Context: an optimization exercise on an open-source flow, tuned for small area, a short achievable clock period and few clock cycles per item. The choices shown serve that exercise and are no tape-out recipe. RTL that was checked went through simulation tests only; none was proved equivalent to the original.

Setup of before:
==> module one_shot_timer_queue_top, before the edit <==
module one_shot_timer_queue_top (
    input  logic          clk,
    input  logic          rst_n,
    input  logic          start,
    output logic          busy,
    input  logic [33:0]   req,
    output logic          result_valid,
    output logic [19:0]   rsp
);
    localparam int N = otq_pkg::NUM_TIMERS;
    logic        add_reg, cancel_reg, tick_reg;
    logic [15:0] rdm2_reg;          
    logic        rz_reg;            
    logic        rdn_reg;           
    logic [15:0] key_reg;
    logic        busy_reg;
    logic        drn_reg;           
    logic [15:0] now_reg;           
    logic [15:0] nid_reg;           
    logic        res_reg;
    logic [19:0] rsp_reg;
    logic [N-1:0] valid_reg;
    logic [N-1:0] z_reg;
    logic [N-1:0] dn_reg;           
    logic [N-1:0] r_reg;            
    logic [15:0]  ex2_reg [N];      
    logic [15:0]  id_reg  [N];
    logic [N-1:0] q_reg   [N];      
    assign busy         = busy_reg;
    assign result_valid = res_reg;
    assign rsp          = rsp_reg;
    logic hold, do_add, do_cancel, do_tick, do_exp;
    assign hold      = drn_reg & (add_reg | cancel_reg | tick_reg);
    assign do_add    = add_reg & ~drn_reg;
    assign do_cancel = cancel_reg & ~drn_reg;
    assign do_tick   = tick_reg & ~drn_reg;
    assign do_exp    = do_tick | drn_reg;
    logic [N-1:0] id_eq, id_lt;
    logic [N-1:0] free, fs;
    logic         full;
    assign free = ~valid_reg;
    assign full = ~|free;
    logic [N-1:0] cm, cs;
    logic         found;
    assign cm    = valid_reg & id_eq;
    assign found = |cm;
    always_comb
    begin
        for (int i = 0; i < N; i++)
        begin
            fs[i] = free[i];
            cs[i] = cm[i];
            for (int k = 0; k < i; k++)
            begin
                if (free[k]) fs[i] = 1'b0;
                if (cm[k])   cs[i] = 1'b0;
            end
        end
    end
    logic [N-1:0] due, win;
    logic         any_due, more;
    logic [15:0]  win_id;
    assign due     = dn_reg & valid_reg;
    assign any_due = |due;
    always_comb
    begin
        for (int i = 0; i < N; i++)
        begin
            win[i] = due[i];
            for (int j = 0; j < N; j++)
            begin
                if (j < i && due[j] && q_reg[j][i])  win[i] = 1'b0;
                if (j > i && due[j] && !q_reg[i][j]) win[i] = 1'b0;
            end
        end
    end
    always_comb
    begin
        logic seen;
        seen = 1'b0;
        more = 1'b0;
        for (int i = 0; i < N; i++)
        begin
            if (due[i] && seen) more = 1'b1;
            if (due[i])         seen = 1'b1;
        end
    end
    always_comb
    begin
        win_id = '0;
        for (int i = 0; i < N; i++)
            win_id = win_id | ({16{win[i]}} & id_reg[i]);
    end
    logic [15:0] new_exp;
    logic        new_z, new_dn;
    assign new_exp = now_reg + rdm2_reg;
    assign new_z   = rz_reg;
    assign new_dn  = rdn_reg;
    logic [N-1:0] wr;              
    logic [N-1:0] clr;             
    assign wr  = do_add ? fs : '0;
    assign clr = (do_cancel ? cs : '0) | (do_exp ? win : '0);
    logic        nid_inc, nid_max;
    logic [15:0] nid_next;
    assign nid_inc  = do_add & ~full;
    assign nid_max  = (nid_reg == 16'hFFFF);
    assign nid_next = nid_inc ? nid_reg + 16'd1 : nid_reg;
    logic        dn_upd;
    assign dn_upd  = do_exp & ~more;
    logic [N-1:0] nb_hi, nb_lo;
    always_comb
    begin
        for (int k = 0; k < N; k++)
        begin
            nb_hi[k] = (new_z & ~z_reg[k]) | ((new_z == z_reg[k]) & (id_lt[k] | id_eq[k]));
            nb_lo[k] = (new_z & ~z_reg[k]) | ((new_z == z_reg[k]) & id_lt[k]);
        end
    end
    for (genvar i = 0; i < N; i++)
    begin : g_slot
        assign id_eq[i] = (key_reg == id_reg[i]);
        assign id_lt[i] = r_reg[i] & ~id_eq[i];
        always_ff @(posedge clk or negedge rst_n)
        begin
            if (!rst_n)
                valid_reg[i] <= 1'b0;
            else if (wr[i])
                valid_reg[i] <= 1'b1;
            else if (clr[i])
                valid_reg[i] <= 1'b0;
        end
        always_ff @(posedge clk)
        begin
            if (wr[i])
            begin
                ex2_reg[i] <= new_exp;
                id_reg[i]  <= nid_reg;
                z_reg[i]   <= new_z;
            end
            if (wr[i])
                dn_reg[i] <= new_dn;
            else if (dn_upd)
                dn_reg[i] <= (ex2_reg[i] == now_reg);
            if (wr[i])
                r_reg[i] <= nid_max;
            else if (nid_inc)
                r_reg[i] <= nid_max | id_lt[i];
        end
        for (genvar j = i + 1; j < N; j++)
        begin : g_pair
            always_ff @(posedge clk)
            begin
                if (wr[i])
                    q_reg[i][j] <= nb_hi[j];
                else if (wr[j])
                    q_reg[i][j] <= ~nb_lo[i];
            end
        end
    end
    logic drn_next;
    assign drn_next = do_exp & more;
    always_ff @(posedge clk or negedge rst_n)
    begin
        if (!rst_n)
        begin
            add_reg    <= 1'b0;
            cancel_reg <= 1'b0;
            tick_reg   <= 1'b0;
            busy_reg   <= 1'b0;
            drn_reg    <= 1'b0;
            now_reg    <= 16'd0;
            nid_reg    <= 16'd0;
            res_reg    <= 1'b0;
        end
        else
        begin
            if (!hold)
            begin
                add_reg    <= start & (req[33:32] == otq_pkg::ACT_ADD);
                cancel_reg <= start & (req[33:32] == otq_pkg::ACT_CANCEL);
                tick_reg   <= start & (req[33:32] == otq_pkg::ACT_TICK);
            end
            busy_reg <= drn_next & (hold | (start & (req[33:32] != 2'd3)));
            drn_reg  <= drn_next;
            if (dn_upd)
                now_reg <= now_reg + 16'd1;
            nid_reg  <= nid_next;
            res_reg  <= do_add | do_cancel | (do_exp & any_due);
        end
    end
    always_ff @(posedge clk)
    begin
        if (!hold)
        begin
            rdm2_reg <= req[31:16] - 16'd2;
            rz_reg   <= (req[31:16] == 16'd0);
            rdn_reg  <= (req[31:17] == 15'd0);
            key_reg  <= (req[33:32] == otq_pkg::ACT_ADD) ? nid_next : req[15:0];
        end
    end
    always_ff @(posedge clk)
    begin
        if (do_exp)
            rsp_reg <= {otq_pkg::KIND_EXPIRED, win_id, ~more};
        else if (add_reg)
            rsp_reg <= full ? {otq_pkg::KIND_FULL, 16'd0, 1'b1}
                            : {otq_pkg::KIND_ADDED, key_reg, 1'b1};
        else
            rsp_reg <= {found ? otq_pkg::KIND_CANCELLED : otq_pkg::KIND_NOTFOUND,
                        key_reg, 1'b1};
    end
endmodule
Settings: LEC_CHECK=0, CAP_MARGIN=30, CORE_MARGIN=2, CORE_UTILIZATION=60, CTS_CLUSTER_DIAMETER=80, CTS_CLUSTER_SIZE=25, SLEW_MARGIN=20; clock period 10.0 ns.
standard.sh (not shown) runs the stock make flow with config.mk's settings and CLKGATE_MAP_FILE= SYNTH_SCRIPT=/design/flow/synth_recipe.tcl, a recipe that flattens the netlist after the stock synthesis.
==> flow/flow/run.sh <==
#!/bin/bash
# The standard layout, with timing repair aimed 7 ns below the clock period.
set -euo pipefail
bash standard.sh SETUP_SLACK_MARGIN=7 finish > make.log 2>&1
#### Input delta (after over before)
--- a/flow/design.v
+++ b/flow/design.v
@@ -31,11 +31,10 @@
     logic [15:0] now_reg;           
     logic [15:0] nid_reg;           
     logic        res_reg;
     logic [19:0] rsp_reg;
     logic [N-1:0] valid_reg;
-    logic [N-1:0] z_reg;
     logic [N-1:0] dn_reg;           
     logic [N-1:0] r_reg;            
     logic [15:0]  ex2_reg [N];      
     logic [15:0]  id_reg  [N];
     logic [N-1:0] q_reg   [N];      
@@ -71,11 +70,11 @@
         end
     end
     logic [N-1:0] due, win;
     logic         any_due, more;
     logic [15:0]  win_id;
-    assign due     = dn_reg & valid_reg;
+    assign due     = dn_reg;
     assign any_due = |due;
     always_comb
     begin
         for (int i = 0; i < N; i++)
         begin
@@ -107,10 +106,14 @@
     logic [15:0] new_exp;
     logic        new_z, new_dn;
     assign new_exp = now_reg + rdm2_reg;
     assign new_z   = rz_reg;
     assign new_dn  = rdn_reg;
+    logic [N-1:0] z;               
+    always_comb
+        for (int k = 0; k < N; k++)
+            z[k] = dn_reg[k] & (ex2_reg[k][0] == now_reg[0]);
     logic [N-1:0] wr;              
     logic [N-1:0] clr;             
     assign wr  = do_add ? fs : '0;
     assign clr = (do_cancel ? cs : '0) | (do_exp ? win : '0);
     logic        nid_inc, nid_max;
@@ -118,23 +121,38 @@
     assign nid_inc  = do_add & ~full;
     assign nid_max  = (nid_reg == 16'hFFFF);
     assign nid_next = nid_inc ? nid_reg + 16'd1 : nid_reg;
     logic        dn_upd;
     assign dn_upd  = do_exp & ~more;
-    logic [N-1:0] nb_hi, nb_lo;
+    logic [N-1:0] nb_hi, nb_lo, above, qa;
     always_comb
     begin
         for (int k = 0; k < N; k++)
         begin
-            nb_hi[k] = (new_z & ~z_reg[k]) | ((new_z == z_reg[k]) & (id_lt[k] | id_eq[k]));
-            nb_lo[k] = (new_z & ~z_reg[k]) | ((new_z == z_reg[k]) & id_lt[k]);
+            nb_hi[k] = (new_z & ~z[k]) | ((new_z == z[k]) & (id_lt[k] | id_eq[k]));
+            nb_lo[k] = (new_z & ~z[k]) | ((new_z == z[k]) & id_lt[k]);
+            above[k] = 1'b0;
+            for (int m = 0; m < k; m++)
+                if (fs[m]) above[k] = 1'b1;
+            qa[k] = fs[k] ? 1'b0 : (above[k] ? ~nb_hi[k] : nb_lo[k]);
         end
     end
     for (genvar i = 0; i < N; i++)
     begin : g_slot
         assign id_eq[i] = (key_reg == id_reg[i]);
         assign id_lt[i] = r_reg[i] & ~id_eq[i];
+        always_ff @(posedge clk or negedge rst_n)
+        begin
+            if (!rst_n)
+                dn_reg[i] <= 1'b0;
+            else if (wr[i])
+                dn_reg[i] <= new_dn;
+            else if (clr[i])
+                dn_reg[i] <= 1'b0;
+            else if (dn_upd)
+                dn_reg[i] <= valid_reg[i] & (ex2_reg[i] == now_reg);
+        end
         always_ff @(posedge clk or negedge rst_n)
         begin
             if (!rst_n)
                 valid_reg[i] <= 1'b0;
             else if (wr[i])
@@ -146,29 +164,22 @@
         begin
             if (wr[i])
             begin
                 ex2_reg[i] <= new_exp;
                 id_reg[i]  <= nid_reg;
-                z_reg[i]   <= new_z;
-            end
-            if (wr[i])
-                dn_reg[i] <= new_dn;
-            else if (dn_upd)
-                dn_reg[i] <= (ex2_reg[i] == now_reg);
+            end
             if (wr[i])
                 r_reg[i] <= nid_max;
             else if (nid_inc)
                 r_reg[i] <= nid_max | id_lt[i];
         end
         for (genvar j = i + 1; j < N; j++)
         begin : g_pair
             always_ff @(posedge clk)
             begin
-                if (wr[i])
-                    q_reg[i][j] <= nb_hi[j];
-                else if (wr[j])
-                    q_reg[i][j] <= ~nb_lo[i];
+                if (wr[i] || wr[j])
+                    q_reg[i][j] <= ~(qa[i] | qa[j]);
             end
         end
     end
     logic drn_next;
     assign drn_next = do_exp & more;
Results
Worst setup slack after placement (lower): before
Final cell count came out lower on after than on before.
Note that the total wire length recorded for before amounts to 1.07 times the value seen in after.
Xor and xnor fraction of the mapped netlist area: after higher than before
Compared with before, after shows sum of routed wire segments on met1 that has gone down by a few percent.
Going from before to after, achievable clock frequency shrank by 2.5%, share of post-route cells with drive strength above 1 grew by 2.1 points, wire length of the first global-routing pass shrank by about 7%, share of cell area taken by multi-input logic gates grew by 0.58 points.
Cell area | after vs before | after smaller
Row count was higher in the run labelled before.
Testbench counts of after, summed over its fixed seeds: cycles 8,095, requests 8,008.
No functional check of the RTL was part of before.

static timing again, ports no longer ideal:
How much do the figures lean on ideal ports? The routed layouts below were timed once more, with nothing changed but the port constraints. Step 1, drivers: a clkbuf_16 drives clk and a buf_2 each remaining input, both assumed. Step 2 moves the port delays by t, midway between the first and last clock arrival at a register: inputs arrive t later, outputs are due t later. That takes back most of the time a late clock gives input paths. Three values: no drivers, after step 1, after step 2; two values: the first two.
run | t (ns) | setup slack, ns | worst slew at a driven data input, ns
before | 0.698 | 6.868 / 6.802 / 6.436 | 0.10
after | 0.675 | 6.788 / 6.726 / 6.405 | 0.06
After both steps every run listed still meets setup and hold. For before, which loses most, drivers alone change the setup slack by -0.066 ns; drivers and shift together by -0.432 ns.
